Background: an optimization exercise with open tools, aiming at small area, a short achievable clock period and few clock cycles per item. Do not read the settings as production practice. The RTL was checked by simulation tests, not by an equivalence proof against the original design. No activity file was given, so power comes from the tool's default toggle rates.

### flow/config.mk
export PLATFORM = sky130hd
export DESIGN_NAME = multicycle_alu
export DESIGN_NICKNAME = multicycle_alu
export VERILOG_FILES = /design/flow/design.v
export SDC_FILE = /design/flow/constraint.sdc
export NUM_CORES = 4
export LEC_CHECK = 0
export ABC_AREA = 1
export CAP_MARGIN = 20
export CORE_MARGIN = 2
export CORE_UTILIZATION = 40
export SETUP_SLACK_MARGIN = 0.5
export SLEW_MARGIN = 20
### flow/constraint.sdc
create_clock -name core_clock -period 5.5 [get_ports {clk}]
set_input_delay 1.1000 -clock core_clock [delete_from_list [all_inputs] [get_ports {clk}]]
set_output_delay 1.1000 -clock core_clock [all_outputs]
set_load 0.01 [all_outputs]
### flow/design.v
package alu_pkg;
  localparam int OP_BITS = 12;
  localparam int OP_ADD = 0;
  localparam int OP_SUB = 1;
  localparam int OP_MUL = 2;
  localparam int OP_DIV = 3;
  localparam int OP_SHR = 4;
  localparam int OP_SHL = 5;
  localparam int OP_ROR = 6;
  localparam int OP_ROL = 7;
  localparam int OP_AND = 8;
  localparam int OP_OR  = 9;
  localparam int OP_NEG = 10;
  localparam int OP_NOT = 11;
  function automatic logic onehot_ok(input logic [OP_BITS-1:0] c);
    onehot_ok = (c != '0) && ((c & (c - 12'd1)) == '0);
  endfunction
endpackage
module bit_len31 (
  input  logic [30:0] y,
  output logic [5:0]  len
);
  always_comb begin
    len = 6'd0;
    for (int i = 0; i < 31; i++)
      if (y[i]) len = 6'(i + 1);
  end
endmodule
module multicycle_alu #(
  parameter int WIDTH         = 32,
  parameter bit SIGNED_MULDIV = 1'b1
) (
  input  logic               clk,
  input  logic               clr,
  input  logic               start,
  input  logic [alu_pkg::OP_BITS-1:0] CONTROL,
  input  logic [WIDTH-1:0]   A,
  input  logic [WIDTH-1:0]   B,
  output logic [WIDTH-1:0]   ZLO,
  output logic [WIDTH-1:0]   ZHI,
  output logic               busy,
  output logic               done,
  output logic               div_by_zero,
  output logic               illegal_op
);
  localparam logic [2:0] S_IDLE  = 3'd0;
  localparam logic [2:0] S_MUL   = 3'd1;
  localparam logic [2:0] S_DABS  = 3'd3;
  localparam logic [2:0] S_DNORM = 3'd4;
  localparam logic [2:0] S_DIV   = 3'd5;
  localparam logic [2:0] S_FIXQ  = 3'd6;
  localparam logic [2:0] S_FIXR  = 3'd7;
  logic [2:0]  state;
  logic [31:0] a_q, b_q;
  logic [11:0] op_q;
  logic        legal_q;
  logic        pend;
  logic [5:0]  cnt;
  logic        nq, nr;
  logic        seen;
  logic        xs_a, xs_hi, xs_sh, xs_lo, x_inv;   
  logic        c_one, c_two, c_neg, c_cin;
  logic        c_dbl, c_ff;    
  logic [3:0]  zrem_q;         
  logic        acc;
  logic        legal_in, mul_in, div_in, neg_amt, b_zero;
  logic        dz_q;
  logic [5:0]  k_in;
  logic [5:0]  lena, lenb;
  assign acc = start && !busy;
  always_comb begin
    legal_in = alu_pkg::onehot_ok(CONTROL);
    mul_in   = legal_in && CONTROL[alu_pkg::OP_MUL];
    b_zero   = (B == '0);
    div_in   = legal_in && CONTROL[alu_pkg::OP_DIV] && !b_zero && (k_in != 6'd0);
    neg_amt  = CONTROL[alu_pkg::OP_ROL] || CONTROL[alu_pkg::OP_SHL];
  end
  logic        swap;
  logic [31:0] mplier;
  logic [5:0]  mlen_in;
  always_comb begin
    swap    = CONTROL[alu_pkg::OP_MUL] && (lenb < lena);
    mplier  = swap ? B : A;
    mlen_in = swap ? lenb : lena;
  end
  bit_len31 u_lena (.y(A[30:0] ^ {31{A[31]}}), .len(lena));
  bit_len31 u_lenb (.y(B[30:0] ^ {31{B[31]}}), .len(lenb));
  logic [6:0] k_raw;
  logic [5:0] k;
  always_comb begin
    k_raw  = {1'b0, lena} + {6'd0, A[31]} + 7'd1 - {1'b0, lenb};
    if (k_raw[6])             k_in = 6'd0;
    else if (k_raw[5:0] > 32) k_in = 6'd32;
    else                      k_in = k_raw[5:0];
    k = cnt;
  end
  logic [4:0]  rot_amt;
  logic [5:0]  thr;
  logic [31:0] rot, tmask, rlo, rhi;
  always_comb begin
    if (state == S_DNORM) begin
      rot_amt = k[4:0];
      thr     = k;
    end else begin
      rot_amt = b_q[4:0];
      thr     = (op_q[alu_pkg::OP_SHL] && b_q[4:0] == 5'd0) ? 6'd32 : {1'b0, b_q[4:0]};
    end
    rot = a_q;
    if (rot_amt[0]) rot = {rot[0],    rot[31:1]};
    if (rot_amt[1]) rot = {rot[1:0],  rot[31:2]};
    if (rot_amt[2]) rot = {rot[3:0],  rot[31:4]};
    if (rot_amt[3]) rot = {rot[7:0],  rot[31:8]};
    if (rot_amt[4]) rot = {rot[15:0], rot[31:16]};
    for (int j = 0; j < 32; j++) tmask[j] = (thr <= 6'(31 - j));
    rlo = rot & tmask;
    rhi = rot & ~tmask;
  end
  logic [33:0] e_x, e_y, sum, bext;
  logic [31:0] hi_sh;
  logic        ok;
  always_comb begin
    bext  = {{2{b_q[31]}}, b_q};
    hi_sh = {ZHI[30:0], ZLO[31]};
    e_x   = (({34{xs_a}}  & {2'b00, a_q})
           | ({34{xs_hi}} & {{2{ZHI[31]}}, ZHI})
           | ({34{xs_sh}} & {2'b00, hi_sh})
           | ({34{xs_lo}} & {2'b00, ZLO})) ^ {34{x_inv}};
    e_y   = (({34{c_one}} & bext) | ({34{c_two}} & {bext[32:0], 1'b0})) ^ {34{c_neg}};
    sum   = e_x + e_y + {33'd0, c_cin};
    ok    = !sum[33];
  end
  logic        big;
  always_comb big = |b_q[31:5];
  logic [2:0] nstate;
  logic       fin;        
  logic       pre_fin;    
  logic [5:0] rem_n;      
  logic [4:0] nb;         
  logic       nd_one, nd_two, nd_neg, nd_dbl, nd_ff, nd_tail;
  always_comb begin
    nstate   = state;
    fin      = 1'b0;
    pre_fin  = 1'b0;
    rem_n   = cnt - (c_ff ? 6'd4 : (c_dbl ? 6'd2 : 6'd1));
    nd_tail = (rem_n <= {2'b00, zrem_q});
    nb      = c_dbl ? a_q[7:3] : a_q[5:1];
    nd_one  = !nd_tail && (nb[1] ^ nb[0]);
    nd_two  = !nd_tail && ((nb[2] & !nb[1] & !nb[0]) | (!nb[2] & nb[1] & nb[0]));
    nd_neg  = !nd_tail && nb[2];
    nd_ff   = nd_tail && (rem_n >= 6'd4);
    nd_dbl  = !nd_ff && (rem_n >= 6'd2) &&
              (nd_tail || ((nb[4] == nb[3]) && (nb[3] == nb[2])));
    case (state)
      S_MUL: begin
        if (rem_n == 6'd0) begin nstate = S_IDLE; fin = 1'b1; end
        pre_fin = (rem_n == 6'd1) || (rem_n == 6'd2 && nd_dbl) ||
                  (rem_n == 6'd4 && nd_ff);
      end
      S_DABS: nstate = S_DNORM;
      S_DNORM: begin
        if (k == 6'd0) begin
          if (nq)      nstate = S_FIXQ;
          else if (nr) nstate = S_FIXR;
          else begin nstate = S_IDLE; fin = 1'b1; end
          pre_fin = nq ^ nr;
        end else begin
          nstate  = S_DIV;
          pre_fin = (k == 6'd1) && !nq && !nr;
        end
      end
      S_DIV: begin
        if (cnt == 6'd1) begin
          if (nq)      nstate = S_FIXQ;
          else if (nr) nstate = S_FIXR;
          else begin nstate = S_IDLE; fin = 1'b1; end
          pre_fin = nq ^ nr;
        end else begin
          pre_fin = (cnt == 6'd2) && !nq && !nr;
        end
      end
      S_FIXQ: begin
        if (nr) nstate = S_FIXR;
        else begin nstate = S_IDLE; fin = 1'b1; end
        pre_fin = nr;
      end
      S_FIXR: begin nstate = S_IDLE; fin = 1'b1; end
      default: ;
    endcase
  end
  logic        pl, in_mul, in_dbl, in_ff;
  logic        z_sum, z_and, z_or, z_rlo, z_rhi, z_rot, z_ones, z_m1, z_m2, z_ff, z_div;
  logic        h_a, h_m1, h_m2, h_ff, h_rlo, h_sum, h_sh;
  logic        zlo_en, zhi_en;
  logic [31:0] zlo_n, zhi_n;
  always_comb begin
    pl     = pend && legal_q;
    in_mul = (state == S_MUL);
    in_ff  = in_mul && c_ff;
    in_dbl = in_mul && !c_ff && c_dbl;
    z_sum  = (pl && !op_q[alu_pkg::OP_AND] && !op_q[alu_pkg::OP_OR] && !op_q[alu_pkg::OP_SHR] &&
              !op_q[alu_pkg::OP_SHL] && !op_q[alu_pkg::OP_ROR] && !op_q[alu_pkg::OP_ROL] &&
              !op_q[alu_pkg::OP_DIV]) ||
             (pend && !legal_q && !seen) || (state == S_FIXQ);
    z_and  = pl && op_q[alu_pkg::OP_AND];
    z_or   = pl && op_q[alu_pkg::OP_OR];
    z_rlo  = pl && op_q[alu_pkg::OP_SHR] && !big;
    z_rhi  = (pl && op_q[alu_pkg::OP_SHL] && !big) || (state == S_DNORM);
    z_rot  = pl && (op_q[alu_pkg::OP_ROR] || op_q[alu_pkg::OP_ROL]);
    z_ones = pl && op_q[alu_pkg::OP_DIV] && dz_q;
    z_m1   = in_mul && !c_ff && !c_dbl;
    z_m2   = in_dbl;
    z_ff   = in_ff;
    z_div  = (state == S_DIV);
    zlo_en = pl || (pend && !seen) || in_mul || (state == S_DNORM) || z_div || (state == S_FIXQ);
    zlo_n  = ({32{z_sum}}  & sum[31:0])
           | ({32{z_and}}  & (a_q & b_q))
           | ({32{z_or}}   & (a_q | b_q))
           | ({32{z_rlo}}  & rlo)
           | ({32{z_rhi}}  & rhi)
           | ({32{z_rot}}  & rot)
           | ({32{z_ones}})
           | ({32{z_m1}}   & {sum[1:0], ZLO[31:2]})
           | ({32{z_m2}}   & {sum[3:0], ZLO[31:4]})
           | ({32{z_ff}}   & {ZHI[7:0], ZLO[31:8]})
           | ({32{z_div}}  & {ZLO[30:0], ok});
    h_a    = pl && op_q[alu_pkg::OP_DIV];
    h_m1   = z_m1;
    h_m2   = z_m2;
    h_ff   = z_ff;
    h_rlo  = (state == S_DNORM);
    h_sum  = (z_div && ok) || (state == S_FIXR);
    h_sh   = z_div && !ok;
    zhi_en = pl || (pend && !seen) || in_mul || (state == S_DNORM) || z_div || (state == S_FIXR);
    zhi_n  = ({32{h_a}}   & a_q)
           | ({32{h_m1}}  & sum[33:2])
           | ({32{h_m2}}  & {{2{sum[33]}}, sum[33:4]})
           | ({32{h_ff}}  & {{8{ZHI[31]}}, ZHI[31:8]})
           | ({32{h_rlo}} & rlo)
           | ({32{h_sum}} & sum[31:0])
           | ({32{h_sh}}  & hi_sh);
  end
  always_ff @(posedge clk) begin
    if (clr) begin
      state       <= S_IDLE;
      pend        <= 1'b0;
      busy        <= 1'b0;
      done        <= 1'b0;
      seen        <= 1'b0;
      div_by_zero <= 1'b0;
      illegal_op  <= 1'b0;
    end else begin
      state <= nstate;
      done  <= fin;
      if (fin || pend) seen <= 1'b1;
      if (pre_fin || fin) busy <= 1'b0;
      if (fin) begin
        div_by_zero <= 1'b0;
        illegal_op  <= 1'b0;
      end
      if (pend) begin
        done <= 1'b1;
        if (!legal_q) begin
          illegal_op  <= 1'b1;
          div_by_zero <= 1'b0;
        end else if (op_q[alu_pkg::OP_DIV]) begin
          div_by_zero <= dz_q;
          illegal_op  <= 1'b0;
        end else begin
          div_by_zero <= 1'b0;
          illegal_op  <= 1'b0;
        end
      end
      if (zlo_en) ZLO <= zlo_n;
      if (zhi_en) ZHI <= zhi_n;
      pend <= acc && !mul_in && !div_in;
      if (acc) begin
        state <= mul_in ? S_MUL : (div_in ? (A[31] ? S_DABS : S_DNORM) : S_IDLE);
        busy  <= mul_in || div_in;
      end
    end
  end
  always_ff @(posedge clk) begin
    op_q    <= CONTROL;
    legal_q <= legal_in;
    if (!busy) begin
      a_q    <= mplier;
      b_q    <= swap ? A : {B[31:5], neg_amt ? 5'd0 - B[4:0] : B[4:0]};
      dz_q   <= b_zero;
      nq     <= A[31] ^ B[31];
      nr     <= A[31];
    end else if (state == S_DABS) begin
      a_q <= sum[31:0];
    end else begin
      if (c_dbl) a_q <= {4'd0, a_q[31:4]};
      else       a_q <= {2'd0, a_q[31:2]};
    end
    if (!busy) begin
      cnt    <= CONTROL[alu_pkg::OP_MUL] ? 6'd16 : k_in;
      zrem_q <= 4'(6'd16 - ((mlen_in + 6'd2) >> 1));
    end else case (state)
      S_MUL:   cnt <= rem_n;
      S_DIV:   cnt <= cnt - 6'd1;
      default: ;
    endcase
    xs_a <= 1'b0; xs_hi <= 1'b0; xs_sh <= 1'b0; xs_lo <= 1'b0; x_inv <= 1'b0;
    c_one <= 1'b0; c_two <= 1'b0; c_neg <= 1'b0; c_cin <= 1'b0;
    c_dbl <= 1'b0; c_ff <= 1'b0;
    if (!busy) begin
      if (!legal_in) begin
      end else if (CONTROL[alu_pkg::OP_MUL]) begin
        c_one <= mplier[0];
        c_two <= mplier[1] & !mplier[0];
        c_neg <= mplier[1];
        c_cin <= mplier[1];
        c_dbl <= (mplier[3] == mplier[2]) && (mplier[2] == mplier[1]);
      end else if (CONTROL[alu_pkg::OP_NEG] || CONTROL[alu_pkg::OP_DIV]) begin
        xs_a  <= 1'b1;
        x_inv <= 1'b1;
        c_cin <= 1'b1;
      end else if (CONTROL[alu_pkg::OP_NOT]) begin
        xs_a  <= 1'b1;
        x_inv <= 1'b1;
      end else begin
        xs_a  <= 1'b1;
        c_one <= 1'b1;
        c_neg <= CONTROL[alu_pkg::OP_SUB];
        c_cin <= CONTROL[alu_pkg::OP_SUB];
      end
    end else begin
      case (nstate)
        S_MUL: begin
          xs_hi <= 1'b1;
          c_one <= nd_one;
          c_two <= nd_two;
          c_neg <= nd_neg;
          c_cin <= nd_neg;
          c_dbl <= nd_dbl;
          c_ff  <= nd_ff;
        end
        S_DIV: begin
          xs_sh <= 1'b1;
          c_one <= 1'b1;
          c_neg <= !b_q[31];
          c_cin <= !b_q[31];
        end
        S_FIXQ: begin
          xs_lo  <= 1'b1;
          x_inv  <= 1'b1;
          c_cin  <= 1'b1;
        end
        S_FIXR: begin
          xs_hi  <= 1'b1;
          x_inv  <= 1'b1;
          c_cin  <= 1'b1;
        end
        default: ;
      endcase
    end
  end
endmodule
### flow/flow/run.sh
#!/bin/bash
# The standard ORFS layout (the standard.sh, standard synthesis included),
# with one change: the port buffers are buf_1 cells instead of the larger
# delay buffers buffer_ports picks by default. Every port still gets its own
# buffer. make's full output goes to run_standard.log in this folder.
set -euo pipefail
bash standard.sh finish \
  "BUFFER_PORTS_ARGS=-buffer_cell sky130_fd_sc_hd__buf_1" \
  > run_standard.log 2>&1
### flow/standard.sh
#!/bin/bash
# synth_recipe.tcl (not shown) runs the flow's synth.tcl, then flattens the netlist and writes it again
# the make line also repeats each setting of config.mk as NAME=value (left out here)
make -C /OpenROAD-flow-scripts/flow DESIGN_CONFIG=/design/flow/config.mk WORK_HOME=/design/flow/orfs CLKGATE_MAP_FILE= SYNTH_SCRIPT=/design/flow/synth_recipe.tcl "${@:-finish}"
==> impl_results.md, run 1 <==
* Status: timing/DRC/antenna clean
* Worst path max stage delay at 370 ps
* Number of synthesized register bits at 169
* Slew margin rel. at 0.189
* Leakage at between 9 and 10 nW
* Async set-or-reset flop fraction in the synthesized netlist at 0
* Vias in the first global route at approximately 21000
* First-pass GRT wire length at approximately 140 mm
* Levels on crit path at between 40 and 50
* Clock power frac at 0.238
* Buffers and inverters on the worst path at 5
* Initial Util at 0.408
* NumNets Final at between 3000 and 4000
* Psw at about 2.7 mW
* CP most frequent cell: nand2_1
* H-tree depth at 4
* Hold_buf cts at 0
* Footprint of the multi-input gates at approximately 12000 µm²
* Most used DFF post-synth: edfxtp_1
* Yosys warnings at 2
* Share of the synthesized area in the top cell type at 0.181
* Top cells by area, synth: edfxtp_1 (18%), nand2_1 (12%), o21ai_0 (8.4%)
* Unique masters post-synth at 66
* Post-Syn Area at roughly 18000 µm²
* Hold Path Stages at 2
* Reg2Reg Depth at 24
* Final hold viol count at 0
* Worst EP arrival at around 5600 ps
* RSZ-0062 raised after global routing: true
* Final worst-path setup slack at between 400 and 500 ps
* Slowest cell on the critical path: fa_2
* Gr ovfl total at 0
* Wirelength, routed at roughly 100 mm
* Core Box Area at between 40000 and 50000 µm²
* Slew @ Worst Pin at about 1200 ps
* Seq/Total Area, Yosys at 0.247
* Max-cap check violation count at 0
* Commonest cells post-synth: nand2_1 (561), inv_1 (364), o21ai_0 (304), nor2_1 (190), o22ai_1 (128)
* Critical Path Source Type: input pin
* Crit Path Category: input pin to flop
* Final setup fails at 0
* Cells after Synth at approximately 2700
* Avg WL per Cell at 28.8 µm
* GPL Wtd Cong at about 1.1
* IO buf count at around 150
* Maximum vdd drop at 0.143 mV
* Min-delay worst type: flop to flop
* Tcrit/Tclk final at 0.927
* Share of cells above drive strength 1 at 0.105
* Clk root buf: clkbuf_16
* Pins Over Slew Limit at 0
* Die H at around 220 µm
* CP Max Fanout at 5
* Sequential Power Share at 0.300
* Post-route core utilization at 0.478
* Pint at approximately 3 mW
* Switch share at 0.480
* First-pass DRT Iterations at 6
* CP endpoint kind: flop
* Reg clk slew, reported paths at 80 ps
* Fillers at about 4600
* Setup Slack @ Placement at -273 ps
* Drt initial violations at roughly 3600
* Clock buffer depth at 2
* Core Rows at between 70 and 80
* Worst Path Required at between 5000 and 6000 ps
* CP top delay family: simple AND/OR/NAND/NOR gates
* IO Pins at 147
* CTS tree: built
* Antenna-violating nets left at 0
* PD cells at roughly 270 nW/µm²
* Gr usage total at 0.426
* Combinational share of power at 0.462
* DP HPWL at 81.4 mm
* Synth area leader: edfxtp_1
* Post-synth EDFFs at ~110
* Vias/cell at between 6 and 7
* Most numerous cell in the Yosys netlist: nand2_1
* Register area at roughly 4500 µm²
* Setup Skew at between 20 and 30 ps
* Die extent in x at around 220 µm
* Total CTS buffers at 17
* Avg Cell Area, Syn at 6.63 µm²
* Clock latency (worst-skew pair) at roughly 530 ps
* Layout area overhead at 17.2%
* Die area at 47000 µm²
* DR vias at roughly 22000
* Maximum number of pins on one net before global-route repair at 73
* Minimum clock period at around 5100 ps
* Clock Sinks at about 170
* Mapped Nets at about 2900
* Initial antenna violation count at 4
* Fmax at ~200 MHz
* DRC viols at 0
==> worst register-to-register path, delay by kind of cell (launching register included) <==
kind	cells	cell delay (ps)
AOI/OAI and AO/OA	10	2060
and+or+nand+nor	9	1010
adders and majority gates	2	620
DFF	1	550
xor gates and xnor gates	2	280
buffers and inverters	1	100
==> cell families (layout without fill, tap and decap cells) <==
group                    after synthesis  after routing  share of synthesized area
AO/OA/AOI/OAI                        863            863                      0.293
XOR/XNOR                             165            165                     0.0798
adder cells (fa/ha/maj)               65             65                     0.0474
buffers and inverters                525            739                      0.115
flip-flops                           169            169                      0.247
multiplexers                           5              5                    0.00276
other                                  0              3                          0
AND/OR/NAND/NOR                      940            940                      0.215
==> metal layers <==
layer	wire length (µm)	track usage	vias up
met5	62	0	-
met4	5730	0.208	6
met3	13700	0.132	311
met2	41500	0.622	1665
met1	41100	0.568	10600
li1	-	-	9935
==> state kept, by name, summed over array words and instances (netlist names), 3 cells and up <==
register / cells
op_q: 7
state: 3
ZHI: 32
ZLO: 32
zrem_q: 4
cnt: 6
a_q: 32
b_q: 32
==> final timing paths <==
check | endpoint | startpoint | slack (ps)
setup / recovery | state[2]$_SDFF_PP0_ | B[2] | 400
hold / removal | illegal_op$_SDFFE_PP0P_ | illegal_op$_SDFFE_PP0P_ | 470
setup reg to reg | ZHI[26]$_DFFE_PP_ | ZLO[31]$_DFFE_PP_ | 600
hold reg to reg | illegal_op$_SDFFE_PP0P_ | illegal_op$_SDFFE_PP0P_ | 470
==> placed cells by master (no fill, tap or decap), types with 6 or more instances in the layout <==
cell	Yosys	final
a211oi_1	32	32
a21oi_1	124	116
a21oi_2	3	8
a221oi_1	58	52
a221oi_2	0	6
a31oi_1	15	14
and2_1	8	8
buf_1	12	140
buf_12	0	7
buf_4	8	169
buf_6	7	9
clkbuf_16	0	18
clkinv_1	5	6
dfxtp_1	60	57
edfxtp_1	109	109
ha_1	59	58
inv_1	364	359
inv_2	10	12
inv_8	0	7
nand2_1	561	557
nand2_2	5	9
nand3_1	50	47
nand4_1	21	21
nor2_1	190	187
nor3_1	52	49
nor4_1	38	37
o2111ai_1	22	21
o211ai_1	18	18
o21ai_0	304	299
o21ai_1	56	58
o21ai_2	5	6
o221ai_1	49	48
o22ai_1	128	128
xnor2_1	77	73
xor2_1	88	88
==> cell type report <==
class                           instances  share of cell area
Inverter                              379              0.0674
Clock inverter                         13             0.00790
Antenna cell                            3            0.000354
Clock buffer                           19              0.0219
Timing Repair Buffer                  328              0.0971
Tap cell                              592              0.0349
Sequential cell                       169               0.211
Multi-Input combinational cell       2038               0.559
==> power by group through the flow <==
stage	clock (mW)	sequential (mW)	combinational (mW)
finish	1.35	1.70	2.62
global route	1.41	1.70	2.79
CTS	1.36	1.68	2.46
detailed placement	0	1.71	2.43
global placement	0	1.71	2.43
floorplan	0	1.61	1.40
==> stage by stage <==
step           total power [mW]  hold WS, ps  instances  instance area (µm²)  TNS (ps)
2_1_floorplan              3.01          442       2732                18100         0
5_1_grt                    5.90          504       3538                21200         0
3_5_place_dp               4.14          461       3489                20100     -1070
4_1_cts                    5.51          473       3526                20900         0
3_3_place_gp               4.14          452       3489                20100      -287
6_report                   5.67          470       3541                21200         0
==> timing repair <==
item	in CTS	in global routing
pin swaps	5	28
gates resized for setup	20	62
buffers inserted	5	12
setup endpoints to repair	35	41
Testbench counts, summed over its fixed seeds: cycles 39,530, ops 8,000.
==> run 2: changes to the inputs <==
--- a/flow/config.mk
+++ b/flow/config.mk
@@ -9,5 +9,5 @@
 export CAP_MARGIN = 20
 export CORE_MARGIN = 2
 export CORE_UTILIZATION = 40
-export SETUP_SLACK_MARGIN = 0.5
+export SETUP_SLACK_MARGIN = 0.2
 export SLEW_MARGIN = 20
==> run 2 against run 1 <==
  * Highest routed layer unchanged
  * Cell area about the same
  * Critical endpoint is now ZHI[31]$_DFFE_PP_
  * Register-to-register slack got worse by 150 ps
  * Die area is the same
==> impl_results.md, run 2 <==
* Pint at around 2.9 mW
* Most used DFF post-synth: edfxtp_1
* Total CTS buffers at 17
* Number of synthesized register bits at approximately 170
* Cells after Synth at approximately 2700
* Combinational share of power at 0.467
* Post-synth EDFFs at between 100 and 150
* Clock power frac at 0.226
* Hold Path Stages at 2
* Worst Hold Slack at 466 ps
* Yosys warnings at 2
* Share of cells above drive strength 1 at 0.107
* Layout area overhead at 17.1%
* Most numerous cell in the Yosys netlist: nand2_1
* First-pass GRT wire length at between 100 and 150 mm
* CP endpoint kind: flop
* Maximum number of pins on one net before global-route repair at 74
* Tcrit/Tclk final at 0.917
* Antenna-violating nets left at 0
* Synth area leader: edfxtp_1
* Min-delay worst type: flop to flop
* Psw at between 2 and 3 mW
* Status: timing/DRC/antenna clean
* DP HPWL at just over 80 mm
* Slew @ Worst Pin at between 1000 and 1500 ps
* RSZ-0062 raised after global routing: true
* Leakage at between 9 and 10 nW
* First-pass DRT Iterations at 6
* Fmax at 198 MHz
* H-tree depth at 4
* Avg Cell Area, Syn at 6.63 µm²
* Clk root buf: clkbuf_16
* Post-Syn Area at 18100 µm²
* Final setup fails at 0
* Maximum vdd drop at between 0.2 and 0.25 mV
* Commonest cells after routing, fill and taps aside: nand2_1 (557), inv_1 (362), o21ai_0 (300)
* Reg clk slew, reported paths at about 80 ps
* Die extent in x at ~220 µm
* Max-cap check violation count at 0
* Initial Util at 0.408
* DR vias at between 20000 and 25000
* Clock buffer depth at 2
* Initial antenna violation count at 2
* Setup Skew at between 20 and 25 ps
* Core Rows at between 70 and 80
* Drt initial violations at between 3000 and 4000
* Vias/cell at around 6.4
* Commonest cells post-synth: nand2_1 (561), inv_1 (364), o21ai_0 (304), nor2_1 (190), o22ai_1 (128)
* Wirelength, routed at between 100 and 150 mm
* Async set-or-reset flop fraction in the synthesized netlist at 0
* Gr ovfl total at 0
* Reg2Reg Depth at 26
* Critical Path Source Type: flop
* Slew margin rel. at 0.310
* DRC viols at 0
* Clock latency (worst-skew pair) at 520 ps
* GPL Wtd Cong at roughly 1.1
* Die area at around 47000 µm²
* Share of the synthesized area in the top cell type at 0.181
* Switch share at 0.481
* Mapped Nets at 2876
* Crit Path Category: flop to flop
* Seq/Total Area, Yosys at 0.247
* Die H at 217 µm
* CTS tree: built
* Worst Path Required at ~5700 ps
* Final hold viol count at 0
* Core Box Area at about 44000 µm²
* PD cells at around 260 nW/µm²
* Avg WL per Cell at 28.8 µm
* Register-to-Register Setup Slack at roughly 450 ps
* Most common cell after layout, fill and taps aside: nand2_1
* Gr usage total at 0.430
* Vias in the first global route at about 21000
* Worst EP arrival at about 5200 ps
* Clock Sinks at between 150 and 200
* Fillers at between 4000 and 5000
* Post-route core utilization at 0.478
* Sequential Power Share at 0.307
* IO Pins at approximately 150
* Top cells by area, synth: edfxtp_1 (18%), nand2_1 (12%), o21ai_0 (8.4%)
* Final worst-path setup slack at roughly 450 ps
* IO buf count at approximately 150
* Pins Over Slew Limit at 0
* CP Max Fanout at 17
* NumNets Final at about 3100
* Setup Slack @ Placement at -393 ps
* Minimum clock period at ~5000 ps
* Unique masters post-synth at 66
[run 2: cell types whose count changed in the layout (fill, tap and decap cells not counted), moves of 4 or more]
cell      before  now
buf_6          9    3
xnor2_1       73   69
inv_8          7    2
a221oi_2       6    0
buf_4        169  197
a221oi_1      52   58
[run 2: critical path, stage by stage, from the launching register on]
cell	delay, ps
edfxtp_1	480
inv_1	150
o22ai_1	80
a221oi_1	300
xor2_1	210
ha_1	300
a21oi_1	190
nand2_1	110
nand2_1	70
nand2_1	70
a21oi_2	250
o31ai_2	120
a21oi_2	230
o21ai_2	110
nand2_1	70
nand2_1	140
a21boi_4	230
o21bai_2	110
a21oi_2	200
o21ai_1	90
nand2_1	80
nand3_1	110
o21ai_4	220
o21ai_1	200
inv_1	170
buf_12	180
o221ai_1	210
[run 2: layer usage]
| layer | track usage | share of wire | wire [µm] | vias to the layer above |
|---|---|---|---|---|
| met5 | 0 | 0.00023 | 24 | - |
| met4 | 0.191 | 0.053 | 5420 | 4 |
| met3 | 0.159 | 0.14 | 14500 | 309 |
| met2 | 0.605 | 0.40 | 40700 | 1710 |
| met1 | 0.584 | 0.41 | 42000 | 10700 |
| li1 | - | - | - | 9944 |
[run 2: area by class of cell]
cell class,instances,area [µm²],share of cell area
diodes,1,2.50,0.000118
clock buffers,18,429,0.0202
flip-flops and latches,169,4480,0.211
inverters,379,1420,0.0671
well taps,592,741,0.0349
multi-input cells,2038,11800,0.557
repair buffers,349,2170,0.102
clock inverters,14,158,0.00743
[run 2: through the flow]
step,std cells,setup TNS (ps),instance area [µm²],total power [mW]
6_report,3560,0,21200,5.58
5_1_grt,3559,0,21200,5.81
4_1_cts,3554,0,20900,5.40
3_5_place_dp,3522,-1740,20300,4.13
3_3_place_gp,3522,-973,20300,4.13
2_1_floorplan,2732,0,18100,3.01
[run 2: cell families after synthesis]
group                    Yosys count  synth area share
buffers and inverters            525             0.115
AND/OR/NAND/NOR                  940             0.215
adder cells (fa/ha/maj)           65            0.0474
XOR/XNOR                         165            0.0798
flip-flops                       169             0.247
AO/OA/AOI/OAI                    863             0.293
multiplexers                       5           0.00276
[run 2: power groups by stage]
stage	logic, mW	registers, mW	clock network (mW)
after floorplan	1.40	1.61	0
after global placement	2.41	1.72	0
final	2.61	1.71	1.26
after CTS	2.43	1.69	1.28
after detailed placement	2.42	1.72	0
after global routing	2.78	1.71	1.32
[run 2: worst paths after layout]
kind,end,start
max reg2reg,ZHI[31]$_DFFE_PP_,ZHI[2]$_DFFE_PP_
max,ZHI[31]$_DFFE_PP_,ZHI[2]$_DFFE_PP_
min reg2reg,div_by_zero$_SDFFE_PP0P_,div_by_zero$_SDFFE_PP0P_
min,div_by_zero$_SDFFE_PP0P_,div_by_zero$_SDFFE_PP0P_
[run 2: what timing repair did]
item / 4_1_cts / 5_1_grt
setup buffers: 0 / 5
pin swaps: 1 / 17
hold buffers: 0 / 0
setup endpoints to repair: 3 / 27
gates resized for setup: 1 / 61
hold endpoints to repair: 0 / 0
==> run 3: changes to the inputs <==
--- a/flow/config.mk
+++ b/flow/config.mk
@@ -8,6 +8,6 @@
 export ABC_AREA = 1
 export CAP_MARGIN = 20
 export CORE_MARGIN = 2
-export CORE_UTILIZATION = 40
+export CORE_UTILIZATION = 35
 export SETUP_SLACK_MARGIN = 0.2
 export SLEW_MARGIN = 20
==> run 3 against run 2 <==
  * Cell count is 3.3% higher
  * Routed wire length is 4.4% higher
  * Hold slack better by 15 ps
  * Sequential cell count stayed put
  * Fmax is 2.1% lower
  * Register-to-register slack worse by 110 ps
  * Via count is 0.71% higher
  * Cell area is 1.4% higher
  * Critical path type unchanged
  * Critical endpoint is now ZHI[30]$_DFFE_PP_
==> impl_results.md, run 3 <==
* Slew @ Worst Pin at about 1100 ps
* DP HPWL at 84.7 mm
* First-pass DRT Iterations at 6
* Post-Syn Area at roughly 18000 µm²
* Post-synth EDFFs at ~110
* Synth area leader: edfxtp_1
* Clock buffer depth at 2
* Share of cells above drive strength 1 at 0.112
* Switch share at 0.484
* IO buf count at around 150
* Async set-or-reset flop fraction in the synthesized netlist at 0
* Share of the synthesized area in the top cell type at 0.181
* Clk root buf: clkbuf_16
* Mapped Nets at about 2900
* Final setup fails at 0
* Pint at ~3.0 mW
* Vias/cell at slightly above 6
* NumNets Final at 3125
* DR vias at between 20000 and 25000
* IO Pins at 147
* Max-cap check violation count at 0
* Min-delay worst type: flop to flop
* Die area at between 50000 and 60000 µm²
* Seq/Total Area, Yosys at 0.247
* Psw at about 2.8 mW
* Tot Pwr at between 5 and 6 mW
* Gr ovfl total at 0
* Leakage at around 9.3 nW
* DRC viols at 0
* First-pass GRT wire length at between 150 and 200 mm
* Most common cell after layout, fill and taps aside: nand2_1
* Fillers at 5437
* Worst EP arrival at 5410 ps
* Worst Hold Slack at a little under 500 ps
* Total CTS buffers at 17
* Sequential Power Share at 0.297
* Crit. Startpoint: ZLO[31]$_DFFE_PP_
* Tcrit/Tclk final at 0.937
* Gr usage total at 0.394
* Avg WL per Cell at approximately 30 µm
* Setup Slack @ Placement at -427 ps
* R2R Path End: ZHI[30]$_DFFE_PP_
* CTS tree: built
* Pins Over Slew Limit at 0
* Worst Path Required at between 5000 and 6000 ps
* Core Box Area at 51200 µm²
* Initial Util at 0.354
* CP endpoint kind: flop
* CP most frequent cell: nand2_1
* Clock latency (worst-skew pair) at between 500 and 600 ps
* PD cells at roughly 270 nW/µm²
* Die H at about 230 µm
* Combinational share of power at 0.479
* Setup TNS at 0 ps
* Antenna-violating nets left at 0
* Reg2Reg Depth at 25
* Commonest cells after routing, fill and taps aside: nand2_1 (560), inv_1 (362), o21ai_0 (301)
* Register-to-Register Setup Slack at 350 ps
* Core Rows at 83
* Layout area overhead at 18.8%
* Most used DFF post-synth: edfxtp_1
* Clock power frac at 0.224
* Status: timing/DRC/antenna clean
* Unique masters post-synth at 66
* Drt initial violations at 3307
* Register area at ~4500 µm²
* Most numerous cell in the Yosys netlist: nand2_1
* Maximum number of pins on one net before global-route repair at 72
* Initial antenna violation count at 2
* Maximum vdd drop at 0.263 mV
* Minimum clock period at 5150 ps
* Number of synthesized register bits at ~170
* RSZ-0062 raised after global routing: true
* Worst path max stage delay at ~500 ps
* CP Max Fanout at 3
* Slew margin rel. at 0.274
* Clock Sinks at 169
* GPL Wtd Cong at roughly 1.1
* H-tree depth at 4
* Worst r2r src: ZLO[31]$_DFFE_PP_
* Setup Skew at between 20 and 25 ps
* Slowest cell on the critical path: edfxtp_1
* Worst setup endpoint: ZHI[30]$_DFFE_PP_
* Reg clk slew, reported paths at about 90 ps
* Die extent in x at 231 µm
* Footprint of the multi-input gates at 11800 µm²
* Top cells by area, synth: edfxtp_1 (18%), nand2_1 (12%), o21ai_0 (8.4%)
* Final worst-path setup slack at approximately 350 ps
* Critical Path Source Type: flop
* Hold_buf cts at 0
* Avg Cell Area, Syn at approximately 6.6 µm²
* Vias in the first global route at ~21000
* Cells after Synth at about 2700
* Crit Path Category: flop to flop
* Fmax at 194 MHz
* Yosys warnings at 2
* Final hold viol count at 0
* Post-route core utilization at 0.420
* Wirelength, routed at roughly 110 mm
* Commonest cells post-synth: nand2_1 (561), inv_1 (364), o21ai_0 (304), nor2_1 (190), o22ai_1 (128)
* Hold Startpoint: illegal_op$_SDFFE_PP0P_
==> run 3: worst min path at each step <==
| stage | end | slack (ps) | depth (start not counted) |
|---|---|---|---|
| floorplan | seen$_SDFFE_PP0P_ | 440 | 2 |
| global route | seen$_SDFFE_PP0P_ | 490 | 2 |
| finish | illegal_op$_SDFFE_PP0P_ | 480 | 2 |
| detailed placement | illegal_op$_SDFFE_PP0P_ | 460 | 2 |
| CTS | illegal_op$_SDFFE_PP0P_ | 480 | 2 |
| global placement | seen$_SDFFE_PP0P_ | 450 | 2 |
==> run 3: layout make-up <==
cell class,count,share of cell area
antenna,2,0.000233
clock buffer,18,0.0204
clock inverter,14,0.00715
inverter,379,0.0663
multi-input combinational,2038,0.548
sequential,169,0.208
tap,680,0.0396
timing repair buffer,376,0.111
==> run 3: kinds of logic after synthesis <==
family	synth area share
multiplexers	0.00276
adder cells (fa/ha/maj)	0.0474
XOR/XNOR	0.0798
AO/OA/AOI/OAI	0.293
buffers and inverters	0.115
AND/OR/NAND/NOR	0.215
flip-flops	0.247
==> run 3: what timing repair did <==
action / 4_1_cts / 5_1_grt
resized for setup: 2 / 52
pin swaps: 2 / 15
setup endpoints to repair: 3 / 28
setup buffers: 1 / 5
endpoints found under the hold margin: 0 / 0
==> run 3: critical path, delay by kind of cell, from the launching register on <==
kind,cells,cell delay (ps)
AO/OA/AOI/OAI,10,1810
adder cells (fa/ha/maj),2,630
AND/OR/NAND/NOR,9,1100
buffers and inverters,2,250
flip-flops,1,500
XOR/XNOR,2,610
==> run 3: metrics by stage <==
stage,cells,instance area (µm²)
floorplan,2732,18100
global placement,3635,20600
detailed placement,3636,20700
CTS,3669,21300
global route,3674,21500
finish,3676,21500
==> run 3: per-layer routing <==
| layer | part of all wire | routed length [µm] | global-route usage | vias to the layer above |
|---|---|---|---|---|
| met3 | 0.13 | 13700 | 0.119 | 268 |
| met2 | 0.41 | 43800 | 0.568 | 1693 |
| met5 | 0 | 0 | 0 | - |
| met4 | 0.050 | 5370 | 0.179 | 0 |
| met1 | 0.41 | 44200 | 0.536 | 10900 |
| li1 | - | - | - | 10000 |
==> run 3: power by group through the flow <==
stage	combinational [mW]	sequential, mW	clock [mW]
after floorplan	1.40	1.61	0
after global placement	2.59	1.72	0
after detailed placement	2.59	1.72	0
after CTS	2.61	1.69	1.30
after global routing	2.95	1.71	1.34
final	2.76	1.71	1.29
==> run 4: changes to the inputs <==
--- a/flow/config.mk
+++ b/flow/config.mk
@@ -8,6 +8,6 @@
 export ABC_AREA = 1
 export CAP_MARGIN = 20
 export CORE_MARGIN = 2
-export CORE_UTILIZATION = 35
-export SETUP_SLACK_MARGIN = 0.2
+export CORE_UTILIZATION = 45
+export SETUP_SLACK_MARGIN = 0.4
 export SLEW_MARGIN = 20
==> run 4 against run 3 <==
  * Cell count shrank 6.1%
  * Sequential power is essentially flat
  * Clock power is essentially flat
  * Utilization grew 11 points
  * Non-clock buffer count shrank 68
  * Cell area shrank 2.7%
  * Synthesized cell count is the same
  * Hold slack lost 6.3 ps
  * Via count shrank 1.4%
  * Power shrank 4.0%
  * Die area shrank 22%
  * Highest routed layer is now met5
==> impl_results.md, run 4 <==
* Tcrit/Tclk final at 0.964
* GPL Wtd Cong at approximately 1.2
* Minimum clock period at around 5300 ps
* Post-Syn Area at around 18000 µm²
* Die area at around 42000 µm²
* Status: timing/DRC/antenna clean
* Die extent in x at between 200 and 250 µm
* Share of the synthesized area in the top cell type at 0.181
* RSZ-0062 raised after global routing: true
* Initial antenna violation count at 3
* Most used DFF post-synth: edfxtp_1
* Yosys warnings at 2
* Final setup fails at 0
* Wirelength, routed at 95.5 mm
* Avg WL per Cell at between 20 and 30 µm
* Hold Startpoint: div_by_zero$_SDFFE_PP0P_
* Async set-or-reset flop fraction in the synthesized netlist at 0
* Min-delay worst type: flop to flop
* Hold Path Stages at 2
* First-pass GRT wire length at about 140 mm
* Post-synth EDFFs at approximately 110
* Commonest cells post-synth: nand2_1 (561), inv_1 (364), o21ai_0 (304), nor2_1 (190), o22ai_1 (128)
* Most common cell after layout, fill and taps aside: nand2_1
* Post-synthesis adder-cell area fraction at 0.0474
* Share of cells above drive strength 1 at 0.0974
* Psw at between 2 and 3 mW
* Maximum number of pins on one net before global-route repair at 74
* Cells after Synth at roughly 2700
* Slowest cell on the critical path: fa_2
* Slew @ Worst Pin at roughly 1100 ps
* Combinational share of power at 0.465
* CP endpoint kind: flop
* Vias/cell at ~6.5
* Max-cap check violation count at 0
* Largest family of logic cells by synthesized area: compound AO/OA/AOI/OAI gates
* Reg2Reg Depth at 22
* Pins Over Slew Limit at 0
* Synth area leader: edfxtp_1
* Drt initial violations at 3482
* Reg clk slew, reported paths at 70 ps
* Slew margin rel. at 0.243
* Core Rows at 73
* Top cells by area, synth: edfxtp_1 (18%), nand2_1 (12%), o21ai_0 (8.4%)
* R2R Path End: ZHI[18]$_DFFE_PP_
* Initial Util at 0.456
* Post-route design area at ~21000 µm²
* NumNets Final at a little over 3000
* Unique masters post-synth at 66
* Pint at 2.90 mW
* Seq/Total Area, Yosys at 0.247
* Maximum vdd drop at about 0.25 mV
* Clock latency (worst-skew pair) at between 400 and 500 ps
* Clock Sinks at 169
* Worst r2r src: ZLO[31]$_DFFE_PP_
* Crit Path Category: input pin to flop
* Mapped Nets at 2876
* IO buf count at 146
* Number of synthesized register bits at approximately 170
* Synth Area in Compound Gates at 0.293
* Gr usage total at 0.446
* Gr ovfl total at 0
* Final worst-path setup slack at 197 ps
* Worst EP arrival at approximately 5600 ps
* DP HPWL at 75.7 mm
* Fillers at 4017
* Die H at roughly 200 µm
* Worst path max stage delay at 400 ps
* Setup Slack @ Placement at -404 ps
* H-tree depth at 4
* Core Box Area at between 30000 and 40000 µm²
* CP Max Fanout at 9
* DRC viols at 0
* Clock buffer depth at 2
* Post-route core utilization at 0.527
* Hold_buf cts at 0
* Worst Path Required at around 5800 ps
* Sequential Power Share at 0.306
* Antenna-violating nets left at 0
* Hold endpoint: div_by_zero$_SDFFE_PP0P_
* Leakage at approximately 9.0 nW
* Vias in the first global route at between 20000 and 25000
* Register-to-Register Setup Slack at approximately 470 ps
* IO Pins at between 100 and 150
* Post-synthesis mux area share at 0.00276
* Total CTS buffers at 17
* CTS tree: built
* Simple-gate portion of the synthesized area at 0.215
* PD cells at around 260 nW/µm²
* Setup Skew at roughly 21 ps
* Fmax at ~190 MHz
* Xor/xnor share of the synthesized area at 0.0798
* Clock power frac at 0.229
* DR vias at ~23000
* Layout area overhead at 15.5%
* Clk root buf: clkbuf_16
* Commonest cells after routing, fill and taps aside: nand2_1 (557), inv_1 (359), o21ai_0 (299)
* Final hold viol count at 0
* CP most frequent cell: nand2_1
* Switch share at 0.474
* First-pass DRT Iterations at 8
* Avg Cell Area, Syn at 6.63 µm²
* Placement Cell Area at about 20000 µm²
* Most numerous cell in the Yosys netlist: nand2_1
* Critical Path Source Type: input pin
## run 4: cell families (layout without fill, tap and decap cells)
family | after synthesis | count (layout)
other | 0 | 1
adders and majority gates | 65 | 65
muxes | 5 | 5
xor gates and xnor gates | 165 | 165
buffers and inverters | 525 | 719
DFF | 169 | 169
AOI/OAI and AO/OA | 863 | 863
and+or+nand+nor | 940 | 940
## run 4: area by class of cell
class / count / area (µm²) / share of cell area
sequential: 169 / 4480 / 0.214
antenna: 1 / 2.50 / 0.000120
tap: 525 / 657 / 0.0314
clock buffer: 21 / 504 / 0.0241
inverter: 379 / 1440 / 0.0686
clock inverter: 11 / 98.8 / 0.00473
multi-input combinational: 2038 / 11800 / 0.566
timing repair buffer: 308 / 1900 / 0.0907
## run 4: worst max-delay path, delay by kind of cell
kind | cells | cell delay (ps)
simple gates | 18 | 1040
fa+ha+maj | 3 | 1000
xor+xnor | 2 | 430
buf+inv | 7 | 1030
compound gates | 6 | 1030
## run 4: per-stage QoR
step	setup TNS [ps]	hold slack [ps]	power, mW	std cells
finish	0	475	5.52	3452
global route	-424	496	5.73	3451
CTS	0	472	5.35	3444
detailed placement	-1760	462	4.06	3404
global placement	-704	449	4.03	3404
floorplan	0	441	3.01	2732
## run 4: routing by layer
metal	track usage	routed length, µm	vias up
met5	0	136	-
met4	0.248	6320	4
met3	0.138	13800	380
li1	-	-	9893
met2	0.640	38600	1852
met1	0.591	36600	10400
## run 4: power by group through the flow
stage          registers, mW  clock network (mW)  logic, mW
3_3_place_gp            1.70                   0       2.33
2_1_floorplan           1.61                   0       1.40
6_report                1.69                1.27       2.57
3_5_place_dp            1.70                   0       2.36
4_1_cts                 1.67                1.28       2.40
5_1_grt                 1.69                1.32       2.73
## run 4: repair_timing
item                                    in CTS  in global routing
setup buffers                                8                  7
resized for setup                           24                 51
pin swaps                                    7                 25
endpoints found under the setup margin       6                 41
## run 4: worst max-delay path by stage
stage,from,to,slack (ps),depth (start not counted)
global route,B[2],state[2]$_SDFF_PP0_,-110,44
floorplan,B[31],state[0]$_SDFF_PP0_,420,44
CTS,B[31],cnt[4]$_DFFE_PP_,400,44
detailed placement,B[31],busy$_SDFFE_PP0P_,-400,45
finish,A[31],state[2]$_SDFF_PP0_,200,36
global placement,B[31],busy$_SDFFE_PP0P_,-200,45
==> run 5: changes to the inputs <==
--- a/flow/config.mk
+++ b/flow/config.mk
@@ -8,6 +8,6 @@
 export ABC_AREA = 1
 export CAP_MARGIN = 20
 export CORE_MARGIN = 2
-export CORE_UTILIZATION = 45
+export CORE_UTILIZATION = 40
 export SETUP_SLACK_MARGIN = 0.4
 export SLEW_MARGIN = 20
==> run 5 against run 4 <==
  * Register-to-register slack improved by 60 ps
  * First-iteration DRC count increased by 7.9%
  * Largest cell class unchanged
  * Cell area increased by 1.2%
  * Synthesized area unchanged
  * Utilization decreased by 5.0 points
  * Routed wire length increased by 7.1%
  * Combinational power about the same
  * Sequential share of layout area decreased by 0.25 points
  * Cell count increased by 3.2%
  * Still clean
  * Hold slack got worse by 5.7 ps
  * Critical path depth increased by 8
==> impl_results.md, run 5 <==
* Status: timing/DRC/antenna clean
* Pins Over Slew Limit at 0
* Final hold viol count at 0
* R2R Path End: ZLO[26]$_DFFE_PP_
* Worst Path Required at 5880 ps
* Clock latency (worst-skew pair) at 520 ps
* Commonest cells after routing, fill and taps aside: nand2_1 (559), inv_1 (361), o21ai_0 (299)
* Mapped Nets at roughly 2900
* Reg clk slew, reported paths at 70 ps
* CP endpoint kind: flop
* DR vias at 22500
* Async set-or-reset flop fraction in the synthesized netlist at 0
* Slew @ Worst Pin at approximately 1200 ps
* Hold_buf cts at 0
* CP Max Fanout at 8
* PD cells at about 260 nW/µm²
* NumNets Final at between 3000 and 4000
* Commonest cells post-synth: nand2_1 (561), inv_1 (364), o21ai_0 (304), nor2_1 (190), o22ai_1 (128)
* Die area at between 40000 and 50000 µm²
* Most used DFF post-synth: edfxtp_1
* Die H at about 220 µm
* Share of the synthesized area in the top cell type at 0.181
* RSZ-0062 raised after global routing: true
* Top cells by area, synth: edfxtp_1 (18%), nand2_1 (12%), o21ai_0 (8.4%)
* Share of cells above drive strength 1 at 0.106
* Final setup fails at 0
* Most common cell after layout, fill and taps aside: nand2_1
* Core Box Area at about 44000 µm²
* Number of synthesized register bits at approximately 170
* Critical Path Source Type: input pin
* H-tree depth at 4
* Min-delay worst type: flop to flop
* Worst Hold Slack at about 470 ps
* Avg Cell Area, Syn at between 6 and 7 µm²
* Worst r2r src: state[2]$_SDFF_PP0_
* CTS tree: built
* Minimum clock period at 5000 ps
* Antenna-violating nets left at 0
* Avg WL per Cell at about 29 µm
* Hold Startpoint: div_by_zero$_SDFFE_PP0P_
* DRC viols at 0
* Fmax at approximately 200 MHz
* Reg2Reg Depth at 19
* First-pass GRT wire length at around 140 mm
* Max-cap check violation count at 0
* Vias in the first global route at 20500
* Slew margin rel. at 0.222
* Total CTS buffers at 17
* Worst path max stage delay at between 300 and 400 ps
* Setup Skew at approximately 27 ps
* Clock buffer depth at 2
* Crit Path Category: input pin to flop
* Tcrit/Tclk final at 0.909
* DP HPWL at slightly above 80 mm
* Tot Pwr at 5.56 mW
* Initial antenna violation count at 4
* Leakage at around 9 nW
* Hold Path Stages at 2
* Setup Slack @ Placement at -311 ps
* Gr ovfl total at 0
* Unique masters post-synth at 66
* Vias/cell at about 6.3
* CP most frequent cell: nand2_1
* Post-route core utilization at 0.477
* First-pass DRT Iterations at 6
* Slowest cell on the critical path: fa_2
* Final worst-path setup slack at between 500 and 600 ps
* Maximum vdd drop at between 0.15 and 0.2 mV
* Wirelength, routed at between 100 and 150 mm
* Worst EP arrival at 5380 ps
* Seq/Total Area, Yosys at 0.247
* Post-synth EDFFs at 109
* Synth area leader: edfxtp_1
* Post-Syn Area at ~18000 µm²
* Fin cells at approximately 3600
* IO Pins at 147
* Initial Util at 0.408
* Layout area overhead at 16.9%
* Gr usage total at 0.428
* Most numerous cell in the Yosys netlist: nand2_1
* Fillers at approximately 4700
* Clk root buf: clkbuf_16
* Dpl cells at between 3000 and 4000
* Die extent in x at between 200 and 250 µm
* Register-to-Register Setup Slack at about 530 ps
* Hold endpoint: div_by_zero$_SDFFE_PP0P_
* Cells after Synth at between 2000 and 3000
* Clock Sinks at between 150 and 200
* Yosys warnings at 2
* IO buf count at between 100 and 150
* Maximum number of pins on one net before global-route repair at 74
* Core Rows at 77
* GPL Wtd Cong at about 1.1
* Drt initial violations at ~3800
run 5: cell count changes in the layout (fill, tap and decap cells not counted), sizes merged:
| cell | delta |
|---|---|
| buf | +44 |
| clkbuf | -1 |
| clkinvlp | -2 |
| diode | +1 |
| inv | +3 |
run 5: repair_timing:
item / 4_1_cts / 5_1_grt
resized for setup: 7 / 47
pin swaps: 1 / 20
setup buffers: 0 / 4
endpoints found under the setup margin: 7 / 43
run 5: area by class of cell:
| cell class | count | area, µm² | area share |
|---|---|---|---|
| flip-flops and latches | 169 | 4480 | 0.211 |
| repair buffers | 352 | 2170 | 0.103 |
| well taps | 592 | 741 | 0.0350 |
| inverters | 379 | 1430 | 0.0674 |
| clock inverters | 12 | 98.8 | 0.00467 |
| multi-input cells | 2038 | 11800 | 0.556 |
| diodes | 2 | 5.00 | 0.000236 |
| clock buffers | 20 | 468 | 0.0221 |
run 5: how the worst max path moves through the flow:
stage / slack, ps / depth (start not counted) / end / from
finish: 500 / 44 / state[2]$_SDFF_PP0_ / B[31]
global route: 140 / 42 / state[2]$_SDFF_PP0_ / A[2]
CTS: 400 / 41 / state[2]$_SDFF_PP0_ / B[31]
detailed placement: -310 / 34 / state[2]$_SDFF_PP0_ / A[31]
global placement: -210 / 35 / busy$_SDFFE_PP0P_ / A[31]
floorplan: 420 / 44 / state[0]$_SDFF_PP0_ / B[31]
run 5: cells by family after synthesis:
family / Yosys count / share of synthesized area
buffers and inverters: 525 / 0.115
xor gates and xnor gates: 165 / 0.0798
muxes: 5 / 0.00276
DFF: 169 / 0.247
AOI/OAI and AO/OA: 863 / 0.293
adders and majority gates: 65 / 0.0474
and+or+nand+nor: 940 / 0.215
run 5: through the flow:
stage / area, µm² / setup TNS (ps)
3_5_place_dp: 20400 / -1390
5_1_grt: 21200 / 0
2_1_floorplan: 18100 / 0
6_report: 21200 / 0
3_3_place_gp: 20400 / -737
4_1_cts: 21000 / 0
run 5: critical path: cells and delay by family:
kind,cells,cell delay (ps)
AOI/OAI and AO/OA,6,900
adders and majority gates,3,940
xor gates and xnor gates,1,240
buffers and inverters,3,390
and+or+nand+nor,31,1770
run 5: per-layer routing:
| layer | wire, µm | vias to the layer above | track usage | share of wire |
|---|---|---|---|---|
| met3 | 14200 | 289 | 0.137 | 0.14 |
| met5 | 75 | - | 0 | 0.00073 |
| met1 | 41900 | 10600 | 0.591 | 0.41 |
| met4 | 5630 | 6 | 0.193 | 0.055 |
| met2 | 40500 | 1684 | 0.603 | 0.40 |
| li1 | - | 9962 | - | - |
run 5: where the power goes:
part / internal (mW) / switching, mW
clock network: 0.628 / 0.630
registers: 1.49 / 0.209
logic: 0.753 / 1.85
total: 2.87 / 2.69
==> run 6: changes to the inputs <==
--- a/flow/design.v
+++ b/flow/design.v
@@ -88,7 +88,7 @@
   logic [6:0] k_raw;
   logic [5:0] k;
   always_comb begin
-    k_raw  = {1'b0, lena} + {6'd0, A[31]} + 7'd1 - {1'b0, lenb};
+    k_raw  = {1'b0, lena} + {6'd0, A[31] && (!A[0] || lena == 6'd0)} + 7'd1 - {1'b0, lenb};
     if (k_raw[6])             k_in = 6'd0;
     else if (k_raw[5:0] > 32) k_in = 6'd32;
     else                      k_in = k_raw[5:0];
--- a/flow/config.mk
+++ b/flow/config.mk
@@ -9,5 +9,5 @@
 export CAP_MARGIN = 20
 export CORE_MARGIN = 2
 export CORE_UTILIZATION = 40
-export SETUP_SLACK_MARGIN = 0.4
+export SETUP_SLACK_MARGIN = 0.2
 export SLEW_MARGIN = 20
==> run 6 against run 5 <==
  * Global-route usage decreased by 0.072 points
  * Sequential cell count unchanged
  * Cell count up 2.6%
  * Clock skew fell by 7.0 ps
  * Synthesized cell count increased by 3.3%
  * Register-to-register slack got worse by 140 ps
==> impl_results.md, run 6 <==
* Critical Path Source Type: input pin
* Fmax at 195 MHz
* Share of cells above drive strength 1 at 0.123
* Gr usage total at 0.427
* Final worst-path setup slack at 368 ps
* Core Rows at 78
* Mapped Nets at a little under 3000
* PD cells at between 200 and 250 nW/µm²
* Initial antenna violation count at 7
* Slew margin rel. at 0.241
* Worst EP arrival at approximately 5500 ps
* Gr ovfl total at 0
* Leakage at around 9.4 nW
* Async set-or-reset flop fraction in the synthesized netlist at 0
* Vias in the first global route at about 21000
* NumNets Final at about 3200
* Post-route core utilization at 0.474
* Setup Skew at 20.4 ps
* RSZ-0062 raised after global routing: true
* Most common cell after layout, fill and taps aside: nand2_1
* Crit Path Category: input pin to flop
* Tot Pwr at 5.38 mW
* Cells after Synth at 2822
* Reg clk slew, reported paths at 70 ps
* Avg Cell Area, Syn at around 6.5 µm²
* First-pass DRT Iterations at 6
* CP endpoint kind: flop
* Antenna-violating nets left at 0
* Die extent in x at between 200 and 250 µm
* Avg WL per Cell at 28.3 µm
* IO buf count at between 100 and 150
* GPL Wtd Cong at 1.07
* CP Max Fanout at 10
* Die H at 219 µm
* Post-Syn Area at between 15000 and 20000 µm²
* Number of synthesized register bits at around 170
* Register area at 4480 µm²
* Total CTS buffers at 17
* Clock buffer depth at 2
* CP most frequent cell: nor2_1
* Initial Util at 0.406
* Commonest cells post-synth: nand2_1 (592), inv_1 (378), o21ai_0 (272), nor2_1 (172), a21oi_1 (169)
* Layout area overhead at 16.6%
* Unique masters post-synth at 65
* Maximum number of pins on one net before global-route repair at 72
* Footprint of the multi-input gates at around 12000 µm²
* Worst Hold Slack at approximately 470 ps
* Synth area leader: edfxtp_1
* Slowest cell on the critical path: fa_2
* Reg2Reg Depth at 24
* Slew @ Worst Pin at about 1100 ps
* Core Box Area at between 40000 and 50000 µm²
* Seq/Total Area, Yosys at 0.242
* Maximum vdd drop at around 0.19 mV
* Min-delay worst type: flop to flop
* Hold_buf cts at 0
* IO Pins at 147
* Wirelength, routed at slightly above 100 mm
* Commonest cells after routing, fill and taps aside: nand2_1 (590), inv_1 (374), o21ai_0 (269)
* Top cells by area, synth: edfxtp_1 (18%), nand2_1 (12%), inv_1 (7.7%)
* Pins Over Slew Limit at 0
* DP HPWL at around 83 mm
* Worst Path Required at just under 6000 ps
* Final setup fails at 0
* Fillers at about 4900
* Minimum clock period at slightly above 5000 ps
* Drt initial violations at 3379
* Tcrit/Tclk final at 0.933
* Vias/cell at 6.25
* H-tree depth at 4
* Final hold viol count at 0
* DR vias at 22900
* Post-synth EDFFs at ~110
* Max-cap check violation count at 0
* Clock Sinks at 169
* Most numerous cell in the Yosys netlist: nand2_1
* CTS tree: built
* Status: timing/DRC/antenna clean
* First-pass GRT wire length at around 150 mm
* Setup Slack @ Placement at -658 ps
* Yosys warnings at 2
* Die area at 47900 µm²
* Most used DFF post-synth: edfxtp_1
* DRC viols at 0
* Hold Path Stages at 2
* Clock latency (worst-skew pair) at ~510 ps
* Share of the synthesized area in the top cell type at 0.177
* Worst path max stage delay at roughly 470 ps
* Clk root buf: clkbuf_16
run 6: power by group:
group / total [mW] / switching [mW] / internal [mW]
registers: 1.68 / 0.193 / 1.49
logic: 2.51 / 1.79 / 0.726
clock network: 1.19 / 0.585 / 0.602
total: 5.38 / 2.56 / 2.82
run 6: repair_timing:
item,4_1_cts,5_1_grt
setup endpoints to repair,5,13
pin swaps,6,16
setup buffers,0,6
resized for setup,15,35
run 6: routing by layer:
layer  track usage  vias to the layer above  routed length, µm
met5             0                        -                 60
met4         0.191                        8               5210
met3         0.155                      319              14300
met2         0.618                     1608              42600
met1         0.565                    10800              41500
li1              -                    10200                  -
run 6: through the flow:
step | std cells | TNS [ps] | cell area (µm²)
6_report | 3658 | 0 | 21600
5_1_grt | 3656 | -255 | 21500
4_1_cts | 3650 | 0 | 21400
3_5_place_dp | 3618 | -2930 | 20800
3_3_place_gp | 3618 | -2070 | 20800
2_1_floorplan | 2822 | 0 | 18500
run 6: path summary, 6_finish.rpt:
kind,endpoint,slack [ps],start
setup / recovery,state[0]$_SDFF_PP0_,370,A[31]
hold / removal,illegal_op$_SDFFE_PP0P_,470,illegal_op$_SDFFE_PP0P_
setup reg to reg,ZHI[23]$_DFFE_PP_,390,ZHI[2]$_DFFE_PP_
hold reg to reg,illegal_op$_SDFFE_PP0P_,470,illegal_op$_SDFFE_PP0P_
run 6: logic make-up (layout without fill, tap and decap cells):
logic type	Yosys count	count (layout)	share of synthesized area
AND/OR/NAND/NOR	926	926	0.206
AO/OA/AOI/OAI	923	923	0.305
buffers and inverters	572	806	0.121
flip-flops	169	169	0.242
XOR/XNOR	163	163	0.0772
adder cells (fa/ha/maj)	66	66	0.0471
multiplexers	3	3	0.00162
other	0	2	0
run 6: cell type report:
| cell class | instances | area share |
|---|---|---|
| Inverter | 421 | 0.0736 |
| Clock buffer | 22 | 0.0215 |
| Timing Repair Buffer | 353 | 0.101 |
| Clock inverter | 10 | 0.00325 |
| Tap cell | 600 | 0.0348 |
| Antenna cell | 2 | 0.000232 |
| Multi-Input combinational cell | 2081 | 0.558 |
| Sequential cell | 169 | 0.208 |
run 6: worst max-delay path, delay by kind of cell:
family                   cells  cell delay, ps
AND/OR/NAND/NOR             19            1950
adder cells (fa/ha/maj)      3             970
AO/OA/AOI/OAI                5             770
buffers and inverters        5             560
XOR/XNOR                     1             160
Testbench counts of run 6, summed over its fixed seeds: cycles 39,162, ops 8,000.

-- what the ideal ports hide --
Ports are ideal in the flow. The routed layouts listed here were re-timed in OpenROAD.
Step 1: set_driving_cell puts a clkbuf_16 on clk and a buf_2 on each other input, an assumption about the parent block.
Step 2 also shifts input and output timing later by t, the mid clock arrival at the registers, as if the neighbouring blocks saw the same clock.
Three values: no drivers, after step 1, after step 2; two values: the first two.
| run | t, ns | setup WS [ns] | latest minus earliest clock arrival (ns) |
|---|---|---|---|
| run 1 | 0.570 | 0.400 / 0.394 / -0.176 | 0.028 / 0.028 |
| run 2 | 0.569 | 0.454 / 0.454 / -0.089 | 0.021 / 0.021 |
| run 3 | 0.565 | 0.346 / 0.346 / -0.005 | 0.023 / 0.024 |
| run 4 | 0.520 | 0.197 / 0.217 / -0.303 | 0.022 / 0.021 |
| run 5 | 0.572 | 0.501 / 0.527 / -0.040 | 0.027 / 0.028 |
| run 6 | 0.552 | 0.368 / 0.392 / -0.157 | 0.021 / 0.020 |
With both steps, setup timing fails in every run listed, where it was met with ideal ports. The setup slack of run 1, which loses most, moves by -0.006 ns with the drivers and by -0.576 ns with both steps.
